Source: an optimization exercise on an open RTL-to-GDS flow (aim: small area). Production flows keep margins and buffers that such runs may drop. RTL that was checked went through simulation tests only; none was proved equivalent to the original. Power figures rest on the tool's default switching activity, not on a simulated workload.

==> flow/design.v <==
`default_nettype none
package cpu_pkg;
    localparam logic [4:0] OP_RTYPE = 5'd0;
    localparam logic [4:0] OP_J     = 5'd1;
    localparam logic [4:0] OP_BNE   = 5'd2;
    localparam logic [4:0] OP_JAL   = 5'd3;
    localparam logic [4:0] OP_JR    = 5'd4;
    localparam logic [4:0] OP_ADDI  = 5'd5;
    localparam logic [4:0] OP_BLT   = 5'd6;
    localparam logic [4:0] OP_SW    = 5'd7;
    localparam logic [4:0] OP_LW    = 5'd8;
    localparam logic [4:0] ALU_ADD = 5'd0;
    localparam logic [4:0] ALU_SUB = 5'd1;
    localparam logic [4:0] ALU_AND = 5'd2;
    localparam logic [4:0] ALU_OR  = 5'd3;
    localparam logic [4:0] ALU_SLL = 5'd4;
    localparam logic [4:0] ALU_SRA = 5'd5;
endpackage
`default_nettype wire
`default_nettype none
module pipeline_cpu (
    input  logic        clock,
    input  logic        arst_n,
    output logic [31:0] address_imem,
    input  logic [31:0] q_imem,
    output logic [31:0] address_dmem,
    output logic [31:0] data_dmem,
    output logic        wren,
    input  logic [31:0] q_dmem,
    output logic        ctrl_write_enable,
    output logic [4:0]  ctrl_write_reg,
    output logic [4:0]  ctrl_read_reg_a,
    output logic [4:0]  ctrl_read_reg_b,
    output logic [31:0] data_write_reg,
    input  logic [31:0] data_read_reg_a,
    input  logic [31:0] data_read_reg_b
);
    localparam int SEG_W = 8;
    localparam int NSEG  = 32 / SEG_W;
    localparam logic [1:0] S_EX = 2'd0;
    localparam logic [1:0] S_SH = 2'd1;
    localparam logic [1:0] S_PC = 2'd2;
    localparam logic [1:0] S_X2 = 2'd3;
    logic [1:0]  st;
    logic [4:0]  cnt;
    logic [31:0] pc;
    logic [31:0] res;
    logic        taken;
    logic [NSEG-1:1] cy_q;
    logic [4:0] op, rd, rs, rt, shamt, func;
    assign op    = q_imem[31:27];
    assign rd    = q_imem[26:22];
    assign rs    = q_imem[21:17];
    assign rt    = q_imem[16:12];
    assign shamt = q_imem[11:7];
    assign func  = q_imem[6:2];
    logic rtype, i_j, i_bne, i_jal, i_jr, i_addi, i_blt, i_sw, i_lw;
    assign rtype  = (op == cpu_pkg::OP_RTYPE);
    assign i_j    = (op == cpu_pkg::OP_J);
    assign i_bne  = (op == cpu_pkg::OP_BNE);
    assign i_jal  = (op == cpu_pkg::OP_JAL);
    assign i_jr   = (op == cpu_pkg::OP_JR);
    assign i_addi = (op == cpu_pkg::OP_ADDI);
    assign i_blt  = (op == cpu_pkg::OP_BLT);
    assign i_sw   = (op == cpu_pkg::OP_SW);
    assign i_lw   = (op == cpu_pkg::OP_LW);
    logic f_add, f_sub, f_and, f_or, f_shift, f_zero;
    assign f_add   = rtype && (func == cpu_pkg::ALU_ADD);
    assign f_sub   = rtype && (func == cpu_pkg::ALU_SUB);
    assign f_and   = rtype && (func == cpu_pkg::ALU_AND);
    assign f_or    = rtype && (func == cpu_pkg::ALU_OR);
    assign f_shift = rtype && (func == cpu_pkg::ALU_SLL || func == cpu_pkg::ALU_SRA);
    assign f_zero  = rtype && (func > cpu_pkg::ALU_SRA);
    logic is_branch, uses_adder, writes_reg;
    assign is_branch  = i_bne | i_blt;
    assign uses_adder = rtype | i_addi | i_lw | i_sw | is_branch | i_jal;
    assign writes_reg = rtype | i_addi | i_lw | i_jal;
    assign ctrl_read_reg_a = rs;
    assign ctrl_read_reg_b = rtype ? rt : rd;
    logic [31:0] pa, pb;
    assign pa = data_read_reg_a;
    assign pb = data_read_reg_b;
    logic last;
    assign last = (cnt[1:0] == 2'(NSEG - 1));
    assign address_imem      = pc;
    assign address_dmem      = res;
    assign data_dmem         = pb;
    assign data_write_reg    = res;
    assign ctrl_write_reg    = i_jal ? 5'd31 : rd;
    assign ctrl_write_enable = (st == S_PC) && (cnt[1:0] == 2'd0) && writes_reg &&
                               (i_jal || rd != 5'd0);
    assign wren              = (st == S_PC) && (cnt[1:0] == 2'd0) && i_sw;
    logic a_pa, a_pc, b_pb, b_and, b_or, b_inv, b_imm, b_tgt, b_ld, cin;
    always_comb begin
        a_pa  = 1'b0;
        a_pc  = 1'b0;
        b_pb  = 1'b0;
        b_and = 1'b0;
        b_or  = 1'b0;
        b_inv = 1'b0;
        b_imm = 1'b0;
        b_tgt = 1'b0;
        b_ld  = 1'b0;
        cin   = 1'b0;
        if (st == S_EX) begin
            if (i_jal) begin
                a_pc = 1'b1;
                cin  = 1'b1;
            end else if (!f_and && !f_zero) begin
                a_pa = 1'b1;
            end
            if (f_add || f_sub || is_branch) b_pb = 1'b1;
            if (f_sub || is_branch) begin
                b_inv = 1'b1;
                cin   = 1'b1;
            end
            if (f_and) b_and = 1'b1;
            if (f_or)  b_or  = 1'b1;
            if (i_addi || i_lw || i_sw) b_imm = 1'b1;
        end else if (st == S_X2 && i_lw) begin
            b_ld = 1'b1;
        end else begin
            if (i_jr) begin
                b_pb = 1'b1;
            end else if (i_j || i_jal) begin
                b_tgt = 1'b1;
            end else begin
                a_pc = 1'b1;
                cin  = 1'b1;
                if (is_branch && taken) b_imm = 1'b1;
            end
        end
    end
    logic [31:0] imm_s, tgt, opa, opb, pb_keep;
    assign imm_s   = {{15{q_imem[16]}}, q_imem[16:0]};
    assign tgt     = {5'd0, q_imem[26:0]};
    assign pb_keep = {32{b_pb}} | ({32{b_and}} & pa) | ({32{b_or}} & ~pa);
    assign opa     = ({32{a_pa}} & pa) | ({32{a_pc}} & pc);
    assign opb     = (pb_keep & (pb ^ {32{b_inv}})) | ({32{b_imm}} & imm_s) | ({32{b_tgt}} & tgt) |
                     ({32{b_ld}} & q_dmem);
    logic [32:0] c;
    logic [31:0] sum;
    genvar i;
    generate
        for (i = 0; i < 32; i = i + 1) begin : g_add
            logic ci;
            if (i == 0) begin : g_c0
                assign ci = cin;
            end else if (i % SEG_W == 0) begin : g_cs
                assign ci = cy_q[i / SEG_W];
            end else begin : g_cr
                assign ci = c[i];
            end
            assign sum[i]  = opa[i] ^ opb[i] ^ ci;
            assign c[i+1]  = (opa[i] & opb[i]) | (ci & (opa[i] ^ opb[i]));
        end
    endgenerate
    assign c[0] = cin;
    logic new_insn, cy_clr;
    assign new_insn = (st == S_PC) && last;
    assign cy_clr   = new_insn || (st == S_EX && last);
    always_ff @(posedge clock or negedge arst_n) begin
        if (!arst_n) begin
            cy_q <= '0;
        end else begin
            for (int k = 1; k < NSEG; k++) cy_q[k] <= c[k * SEG_W] && !cy_clr;
        end
    end
    logic eq, lt_rs_rd, br_taken;
    assign eq       = (res == 32'd0);
    assign lt_rs_rd = (pa[31] != pb[31]) ? pa[31] : res[31];
    assign br_taken = i_bne ? !eq : (!lt_rs_rd && !eq);
    logic [4:0]  sh_next;
    logic        sh4;
    logic [31:0] shv;
    assign sh4     = (cnt[4:2] != 3'd0);
    assign sh_next = sh4 ? {cnt[4:2] - 3'd1, cnt[1:0]} : {3'd0, cnt[1:0] - 2'd1};
    always_comb begin
        if (!func[0]) shv = sh4 ? {res[27:0], 4'd0} : {res[30:0], 1'b0};
        else          shv = sh4 ? {{4{res[31]}}, res[31:4]} : {res[31], res[31:1]};
    end
    always_ff @(posedge clock or negedge arst_n) begin
        if (!arst_n) begin
            st  <= S_EX;
            cnt <= 5'd0;
            pc  <= 32'd0;
        end else begin
            case (st)
                S_EX: begin
                    if (f_shift && shamt != 5'd0) begin
                        st  <= S_SH;
                        cnt <= shamt;
                    end else if (f_shift || !uses_adder || last) begin
                        st  <= (is_branch || i_lw) ? S_X2 : S_PC;
                        cnt <= 5'd0;
                    end else begin
                        cnt[1:0] <= cnt[1:0] + 2'd1;
                    end
                end
                S_SH: begin
                    if (sh_next == 5'd0) begin
                        st  <= S_PC;
                        cnt <= 5'd0;
                    end else begin
                        cnt <= sh_next;
                    end
                end
                S_X2: begin
                    st <= S_PC;
                end
                default: begin
                    if (last) begin
                        st  <= S_EX;
                        cnt <= 5'd0;
                        pc  <= sum;
                    end else begin
                        cnt[1:0] <= cnt[1:0] + 2'd1;
                    end
                end
            endcase
        end
    end
    always_ff @(posedge clock) begin
        if (st == S_SH) res <= shv;
        else            res <= sum;
        if (st == S_X2) taken <= br_taken;
    end
endmodule
`default_nettype wire
export LEC_CHECK = 0
export CAP_MARGIN = 20
export CORE_MARGIN = 2
export CORE_UTILIZATION = 40
export PLACE_DENSITY = 0.8
export SLEW_MARGIN = 20
create_clock -name core_clock -period 6.5 [get_ports {clock}]
standard.sh (not shown) runs the stock make flow with config.mk's settings and CLKGATE_MAP_FILE= SYNTH_SCRIPT=/design/flow/synth_recipe.tcl, a recipe that flattens the netlist after the stock synthesis.
==> flow/flow/run.sh <==
#!/bin/bash
# The standard layout, with every port buffered by the smallest buffer and
# a clock tree of small buffers without dummy loads.
set -euo pipefail
bash standard.sh \
  "BUFFER_PORTS_ARGS=-buffer_cell sky130_fd_sc_hd__buf_1" \
  "CTS_ARGS=-sink_clustering_enable -repair_clock_nets -dont_use_dummy_load -buf_list {sky130_fd_sc_hd__clkbuf_4 sky130_fd_sc_hd__clkbuf_8}" \
  finish > standard.log 2>&1
The baseline finished with timing, DRC and antenna clean.
Then changed:
--- a/flow/design.v
+++ b/flow/design.v
@@ -42,13 +42,13 @@
     localparam logic [1:0] S_PC = 2'd2;
     localparam logic [1:0] S_X2 = 2'd3;
     logic [1:0]  st;
     logic [4:0]  cnt;
     logic [31:0] pc;
     logic [31:0] res;
-    logic        taken;
+    logic        taken;      
     logic [NSEG-1:1] cy_q;
     logic [4:0] op, rd, rs, rt, shamt, func;
     assign op    = q_imem[31:27];
     assign rd    = q_imem[26:22];
     assign rs    = q_imem[21:17];
     assign rt    = q_imem[16:12];
@@ -167,12 +167,13 @@
         end
     end
     logic eq, lt_rs_rd, br_taken;
     assign eq       = (res == 32'd0);
     assign lt_rs_rd = (pa[31] != pb[31]) ? pa[31] : res[31];
     assign br_taken = i_bne ? !eq : (!lt_rs_rd && !eq);
+    assign taken    = cnt[2];
     logic [4:0]  sh_next;
     logic        sh4;
     logic [31:0] shv;
     assign sh4     = (cnt[4:2] != 3'd0);
     assign sh_next = sh4 ? {cnt[4:2] - 3'd1, cnt[1:0]} : {3'd0, cnt[1:0] - 2'd1};
     always_comb begin
@@ -203,13 +204,14 @@
                         cnt <= 5'd0;
                     end else begin
                         cnt <= sh_next;
                     end
                 end
                 S_X2: begin
-                    st <= S_PC;
+                    st     <= S_PC;
+                    cnt[2] <= br_taken;
                 end
                 default: begin
                     if (last) begin
                         st  <= S_EX;
                         cnt <= 5'd0;
                         pc  <= sum;
@@ -220,10 +222,9 @@
             endcase
         end
     end
     always_ff @(posedge clock) begin
         if (st == S_SH) res <= shv;
         else            res <= sum;
-        if (st == S_X2) taken <= br_taken;
     end
 endmodule
 `default_nettype wire
Sequential power barely changes.
Wire length went down slightly.
Sequential cell count went down by 1.
Hold slack barely changes.
Critical path depth went down by 2.
Worst setup slack is worse by 0.27 ns.
Cell count went down by a few percent.
Clock skew went down by 0.0040 ns.
Power went up by a few percent.
Fmax went down by a few percent.
First-iteration DRC count went down by a little under a tenth.
Global-route usage stays flat.
The RTL of the second run of this note was laid out without a check of its function.

==> static timing again, ports no longer ideal <==
Ports are ideal in the flow. The routed layouts listed here were re-timed in OpenROAD.
Step 1 sets driving cells, clkbuf_16 on the clock port and buf_2 on the other inputs (assumed; they add their load-dependent delay and slew).
Step 2 also shifts input and output timing later by t, the mid clock arrival at the registers, as if the neighbouring blocks saw the same clock.
a / b / c = ideal ports / drivers / drivers and shift; a / b = the first two.
run | t (ns) | setup slack, ns | worst register clock-pin slew, ns | cell pins on the clock port's net
the first run | 0.401 | 0.531 / 0.542 / 0.141 | 0.09 / 0.09 | 1
the second run | 0.391 | 0.261 / 0.279 / -0.112 | 0.09 / 0.09 | 1
Met with ideal ports but missed after step 2: setup timing in the second run. For the first run, which loses most, drivers alone change the setup slack by +0.011 ns; drivers and shift together by -0.390 ns.
